Source: an optimization exercise on an open RTL-to-GDS flow (aim: small area, a short achievable clock period and few clock cycles per item). Production flows keep margins and buffers that such runs may drop.
RTL that was checked went through simulation tests only; none was proved equivalent to the original.
Power and IR drop assume default switching activity.

==> 07-12 <==
==> flow/design.v <==
module des_sbox_engine #(
  parameter int unsigned NUM_BOX = 8,
  parameter int unsigned IN_W    = 6,
  parameter int unsigned OUT_W   = 4,
  parameter int unsigned LANES   = 2
) (
  input  logic                       i_clk,
  input  logic                       i_rst_n,
  input  logic                       i_cfg_we,
  input  logic [$clog2(NUM_BOX)-1:0] i_cfg_box,
  input  logic [IN_W-1:0]            i_cfg_addr,
  input  logic [OUT_W-1:0]           i_cfg_data,
  output logic                       o_cfg_drop,
  input  logic                       i_valid,
  output logic                       o_ready,
  input  logic [NUM_BOX*IN_W-1:0]    i_vector,
  output logic                       o_valid,
  input  logic                       i_ready,
  output logic [NUM_BOX*OUT_W-1:0]   o_vector,
  output logic                       o_busy
);
  localparam int unsigned BOX_W  = $clog2(NUM_BOX);
  localparam int unsigned DEPTH  = 2 ** IN_W;
  localparam int unsigned VIN_W  = NUM_BOX * IN_W;
  localparam int unsigned VOUT_W = NUM_BOX * OUT_W;
  localparam int unsigned ENT_W  = OUT_W;
  typedef enum logic [1:0] {IDLE, RUN, DONE} state_e;
  state_e              state_q, state_d;
  logic [BOX_W-1:0]    cnt_q, cnt_d;
  logic [VIN_W-1:0]    vec_q, vec_d;
  logic [VOUT_W-1:0]   res_q, res_d;
  logic                drop_q, drop_d;
  logic [ENT_W-1:0]    tbl_q [NUM_BOX][DEPTH];
  logic                cfg_box_ok;
  logic                cfg_wr;
  logic [ENT_W-1:0]    cfg_ent;
  logic [BOX_W-1:0]    lane_box [LANES];
  logic [ENT_W-1:0]    lane_ent [LANES];
  assign cfg_box_ok = (32'(i_cfg_box) < NUM_BOX);
  assign cfg_wr     = i_cfg_we && (state_q == IDLE) && cfg_box_ok;
  assign drop_d     = i_cfg_we && ((state_q != IDLE) || !cfg_box_ok);
  assign cfg_ent = i_cfg_data;
  always_comb begin
    for (int l = 0; l < LANES; l++) begin
      lane_box[l] = cnt_q + BOX_W'(l);
    end
  end
  always_comb begin
    for (int l = 0; l < LANES; l++) begin
      lane_ent[l] = tbl_q[lane_box[l]][vec_q[(NUM_BOX - 32'(lane_box[l])) * IN_W - 1 -: IN_W]];
    end
  end
  always_comb begin
    state_d = state_q;
    cnt_d   = cnt_q;
    vec_d   = vec_q;
    res_d   = res_q;
    unique case (state_q)
      IDLE: begin
        if (i_valid) begin
          vec_d   = i_vector;
          cnt_d   = '0;
          state_d = RUN;
        end
      end
      RUN: begin
        for (int l = 0; l < LANES; l++) begin
          res_d[(NUM_BOX - 32'(lane_box[l])) * OUT_W - 1 -: OUT_W] = lane_ent[l][OUT_W-1:0];
        end
        cnt_d = cnt_q + BOX_W'(LANES);
        if (32'(cnt_q) + LANES == NUM_BOX) begin
          cnt_d   = '0;
          state_d = DONE;
        end
      end
      DONE: begin
        if (i_ready) begin
          state_d = IDLE;
        end
      end
      default: state_d = IDLE;
    endcase
  end
  always_ff @(posedge i_clk or negedge i_rst_n) begin
    if (!i_rst_n) begin
      state_q <= IDLE;
      cnt_q   <= '0;
      vec_q   <= '0;
      res_q   <= '0;
      drop_q  <= 1'b0;
    end else begin
      state_q <= state_d;
      cnt_q   <= cnt_d;
      vec_q   <= vec_d;
      res_q   <= res_d;
      drop_q  <= drop_d;
    end
  end
  always_ff @(posedge i_clk or negedge i_rst_n) begin
    if (!i_rst_n) begin
      for (int b = 0; b < NUM_BOX; b++) begin
        for (int a = 0; a < DEPTH; a++) begin
          tbl_q[b][a] <= '0;
        end
      end
    end else if (cfg_wr) begin
      tbl_q[i_cfg_box][i_cfg_addr] <= cfg_ent;
    end
  end
  assign o_ready  = (state_q == IDLE);
  assign o_valid  = (state_q == DONE);
  assign o_vector = res_q;
  assign o_busy   = (state_q != IDLE);
  assign o_cfg_drop = drop_q;
endmodule
==> flow/run.sh <==
#!/bin/bash
# synth_recipe.tcl (not shown) runs the flow's synth.tcl, then flattens the netlist and writes it again
# the make line also repeats each setting of config.mk as NAME=value (left out here)
make -C /OpenROAD-flow-scripts/flow DESIGN_CONFIG=/design/flow/config.mk WORK_HOME=/design/flow/orfs CLKGATE_MAP_FILE= SYNTH_SCRIPT=/design/flow/synth_recipe.tcl finish
==> flow/config.mk <==
export PLATFORM = sky130hd
export DESIGN_NAME = des_sbox_engine
export DESIGN_NICKNAME = des_sbox_engine
export VERILOG_FILES = /design/flow/design.v
export SDC_FILE = /design/flow/constraint.sdc
export NUM_CORES = 4
export LEC_CHECK = 0
export CAP_MARGIN = 30
export CORE_MARGIN = 2
export CORE_UTILIZATION = 30
export SLEW_MARGIN = 40
==> flow/constraint.sdc <==
create_clock -name core_clock -period 8.0 [get_ports {i_clk}]
set_input_delay 1.6000 -clock core_clock [delete_from_list [all_inputs] [get_ports {i_clk}]]
set_output_delay 1.6000 -clock core_clock [all_outputs]
set_load 0.01 [all_outputs]
==> inputs of 03-13, as changes to 07-12 <==
==> flow/design.v (replaced) <==
module des_sbox_engine #(
  parameter int unsigned NUM_BOX = 8,
  parameter int unsigned IN_W    = 6,
  parameter int unsigned OUT_W   = 4,
  parameter int unsigned LANES   = 8
) (
  input  logic                       i_clk,
  input  logic                       i_rst_n,
  input  logic                       i_cfg_we,
  input  logic [$clog2(NUM_BOX)-1:0] i_cfg_box,
  input  logic [IN_W-1:0]            i_cfg_addr,
  input  logic [OUT_W-1:0]           i_cfg_data,
  output logic                       o_cfg_drop,
  input  logic                       i_valid,
  output logic                       o_ready,
  input  logic [NUM_BOX*IN_W-1:0]    i_vector,
  output logic                       o_valid,
  input  logic                       i_ready,
  output logic [NUM_BOX*OUT_W-1:0]   o_vector,
  output logic                       o_busy
);
  localparam int unsigned DEPTH  = 2 ** IN_W;
  localparam int unsigned VOUT_W = NUM_BOX * OUT_W;
  logic              busy_q;    
  logic              idle_q;    
  logic              drop_q;
  logic [VOUT_W-1:0] res_q, res_d;
  logic [OUT_W-1:0]  tbl_q [NUM_BOX][DEPTH];
  logic              cfg_wr;
  logic              ld;
  logic              acc;
  assign ld      = !busy_q || i_ready;
  assign o_ready = idle_q || i_ready;
  assign acc     = i_valid && ld;
  assign cfg_wr  = i_cfg_we && !busy_q;
  always_comb begin
    for (int b = 0; b < NUM_BOX; b++) begin
      if (cfg_wr && (32'(i_cfg_box) == b) &&
          (i_cfg_addr == i_vector[(NUM_BOX - b) * IN_W - 1 -: IN_W])) begin
        res_d[(NUM_BOX - b) * OUT_W - 1 -: OUT_W] = i_cfg_data;
      end else begin
        res_d[(NUM_BOX - b) * OUT_W - 1 -: OUT_W] =
          tbl_q[b][i_vector[(NUM_BOX - b) * IN_W - 1 -: IN_W]];
      end
    end
  end
  always_ff @(posedge i_clk or negedge i_rst_n) begin
    if (!i_rst_n) begin
      busy_q <= 1'b0;
      idle_q <= 1'b1;
      drop_q <= 1'b0;
    end else begin
      busy_q <= acc || (busy_q && !i_ready);
      idle_q <= !(acc || (busy_q && !i_ready));
      drop_q <= i_cfg_we && busy_q;
    end
  end
  always_ff @(posedge i_clk) begin
    if (ld) begin
      res_q <= res_d;
    end
  end
  always_ff @(posedge i_clk or negedge i_rst_n) begin
    if (!i_rst_n) begin
      for (int b = 0; b < NUM_BOX; b++) begin
        for (int a = 0; a < DEPTH; a++) begin
          tbl_q[b][a] <= '0;
        end
      end
    end else if (cfg_wr) begin
      tbl_q[i_cfg_box][i_cfg_addr] <= i_cfg_data;
    end
  end
  assign o_valid    = busy_q;
  assign o_busy     = busy_q;
  assign o_vector   = res_q;
  assign o_cfg_drop = drop_q;
endmodule
- CORE_UTILIZATION: 30 -> 50
- SETUP_SLACK_MARGIN: unset -> 4.6
==> inputs of 09-01, as changes to 07-12 <==
==> flow/design.v (replaced) <==
module des_sbox_engine #(
  parameter int unsigned NUM_BOX = 8,
  parameter int unsigned IN_W    = 6,
  parameter int unsigned OUT_W   = 4,
  parameter int unsigned LANES   = 8
) (
  input  logic                       i_clk,
  input  logic                       i_rst_n,
  input  logic                       i_cfg_we,
  input  logic [$clog2(NUM_BOX)-1:0] i_cfg_box,
  input  logic [IN_W-1:0]            i_cfg_addr,
  input  logic [OUT_W-1:0]           i_cfg_data,
  output logic                       o_cfg_drop,
  input  logic                       i_valid,
  output logic                       o_ready,
  input  logic [NUM_BOX*IN_W-1:0]    i_vector,
  output logic                       o_valid,
  input  logic                       i_ready,
  output logic [NUM_BOX*OUT_W-1:0]   o_vector,
  output logic                       o_busy
);
  localparam int unsigned DEPTH  = 2 ** IN_W;
  localparam int unsigned VOUT_W = NUM_BOX * OUT_W;
  logic              busy_q;    
  logic              drop_q;
  logic [VOUT_W-1:0] res_q, res_d;
  logic [OUT_W-1:0]  tbl_q [NUM_BOX][DEPTH];
  logic              cfg_wr;
  logic              acc;
  assign o_ready = !busy_q || i_ready;
  assign acc     = i_valid && o_ready;
  assign cfg_wr  = i_cfg_we && !busy_q;
  always_comb begin
    for (int b = 0; b < NUM_BOX; b++) begin
      if (cfg_wr && (32'(i_cfg_box) == b) &&
          (i_cfg_addr == i_vector[(NUM_BOX - b) * IN_W - 1 -: IN_W])) begin
        res_d[(NUM_BOX - b) * OUT_W - 1 -: OUT_W] = i_cfg_data;
      end else begin
        res_d[(NUM_BOX - b) * OUT_W - 1 -: OUT_W] =
          tbl_q[b][i_vector[(NUM_BOX - b) * IN_W - 1 -: IN_W]];
      end
    end
  end
  always_ff @(posedge i_clk or negedge i_rst_n) begin
    if (!i_rst_n) begin
      busy_q <= 1'b0;
      drop_q <= 1'b0;
    end else begin
      busy_q <= acc || (busy_q && !i_ready);
      drop_q <= i_cfg_we && busy_q;
    end
  end
  always_ff @(posedge i_clk) begin
    if (o_ready) begin
      res_q <= res_d;
    end
  end
  always_ff @(posedge i_clk or negedge i_rst_n) begin
    if (!i_rst_n) begin
      for (int b = 0; b < NUM_BOX; b++) begin
        for (int a = 0; a < DEPTH; a++) begin
          tbl_q[b][a] <= '0;
        end
      end
    end else if (cfg_wr) begin
      tbl_q[i_cfg_box][i_cfg_addr] <= i_cfg_data;
    end
  end
  assign o_valid    = busy_q;
  assign o_busy     = busy_q;
  assign o_vector   = res_q;
  assign o_cfg_drop = drop_q;
endmodule
==> summary.txt <==
The dominant power group was combinational cells. The ratio of total power to cell area works out to 450 nW/um^2. Fraction of power consumed by sequential logic: 21.5%. The largest stage delay on the critical path works out to 800 ps. The flow ran to the end and the layout has no timing, DRC or antenna violations.
That was 07-12.
==> summary.txt <==
The area growth from synthesis to layout is 13.8%. The run finished with no timing, DRC or antenna violations. On the worst path, the slowest cell contributes a delay of 220 ps.

Ranked by power, first place goes to clock. The tools report the final hold violation count as 0. Sequential cells burn 46.0% of the power. For this design the ratio of total power to cell area is 211 nW/um^2.
That was 03-13.
==> summary.txt <==
The post-CTS repair timing setup buffer count was 0; the maximum fanout along the worst path was 11. In this design, the stage delay of the slowest critical-path cell is 870 ps. The flow ran to the end and the layout has no timing, DRC or antenna violations. Across every metal layer, demand over resource in global routing totals 22.3%.

The dominant power group was registers. In this run the power density over the cells is 213 nW/um^2.
That was 09-01.
Testbench counts of 07-12, summed over its fixed seeds: cycles 24,000, items 4,000.
Testbench counts of 09-01, summed over its fixed seeds: cycles 4,008, items 4,000.
Only the layout flow was run in 03-13; the RTL was not checked for function there.

port drivers added, routing unchanged:
How much do the figures lean on ideal ports? The routed layouts below were timed once more, with nothing changed but the port constraints. Step 1: set_driving_cell puts a clkbuf_16 on i_clk and a buf_2 on each other input, an assumption about the parent block. Step 2 moves the port delays by t, midway between the first and last clock arrival at a register: inputs arrive t later, outputs are due t later. That takes back most of the time a late clock gives input paths. Slacks: ideal / step 1 / step 2; pairs: ideal / step 1.
run	t, ns	setup slack, ns	latest minus earliest clock arrival (ns)	slew at the worst register clock pin (ns)
07-12	1.074	0.324 / 0.324 / 0.324	0.076 / 0.076	0.07 / 0.07
03-13	0.967	4.372 / 4.331 / 3.516	0.045 / 0.046	0.07 / 0.07
09-01	0.978	3.029 / 3.007 / 2.625	0.074 / 0.073	0.07 / 0.07
After both steps every run listed still meets setup and hold. The setup slack of 03-13, which loses most, moves by -0.041 ns with the drivers and by -0.856 ns with both steps.
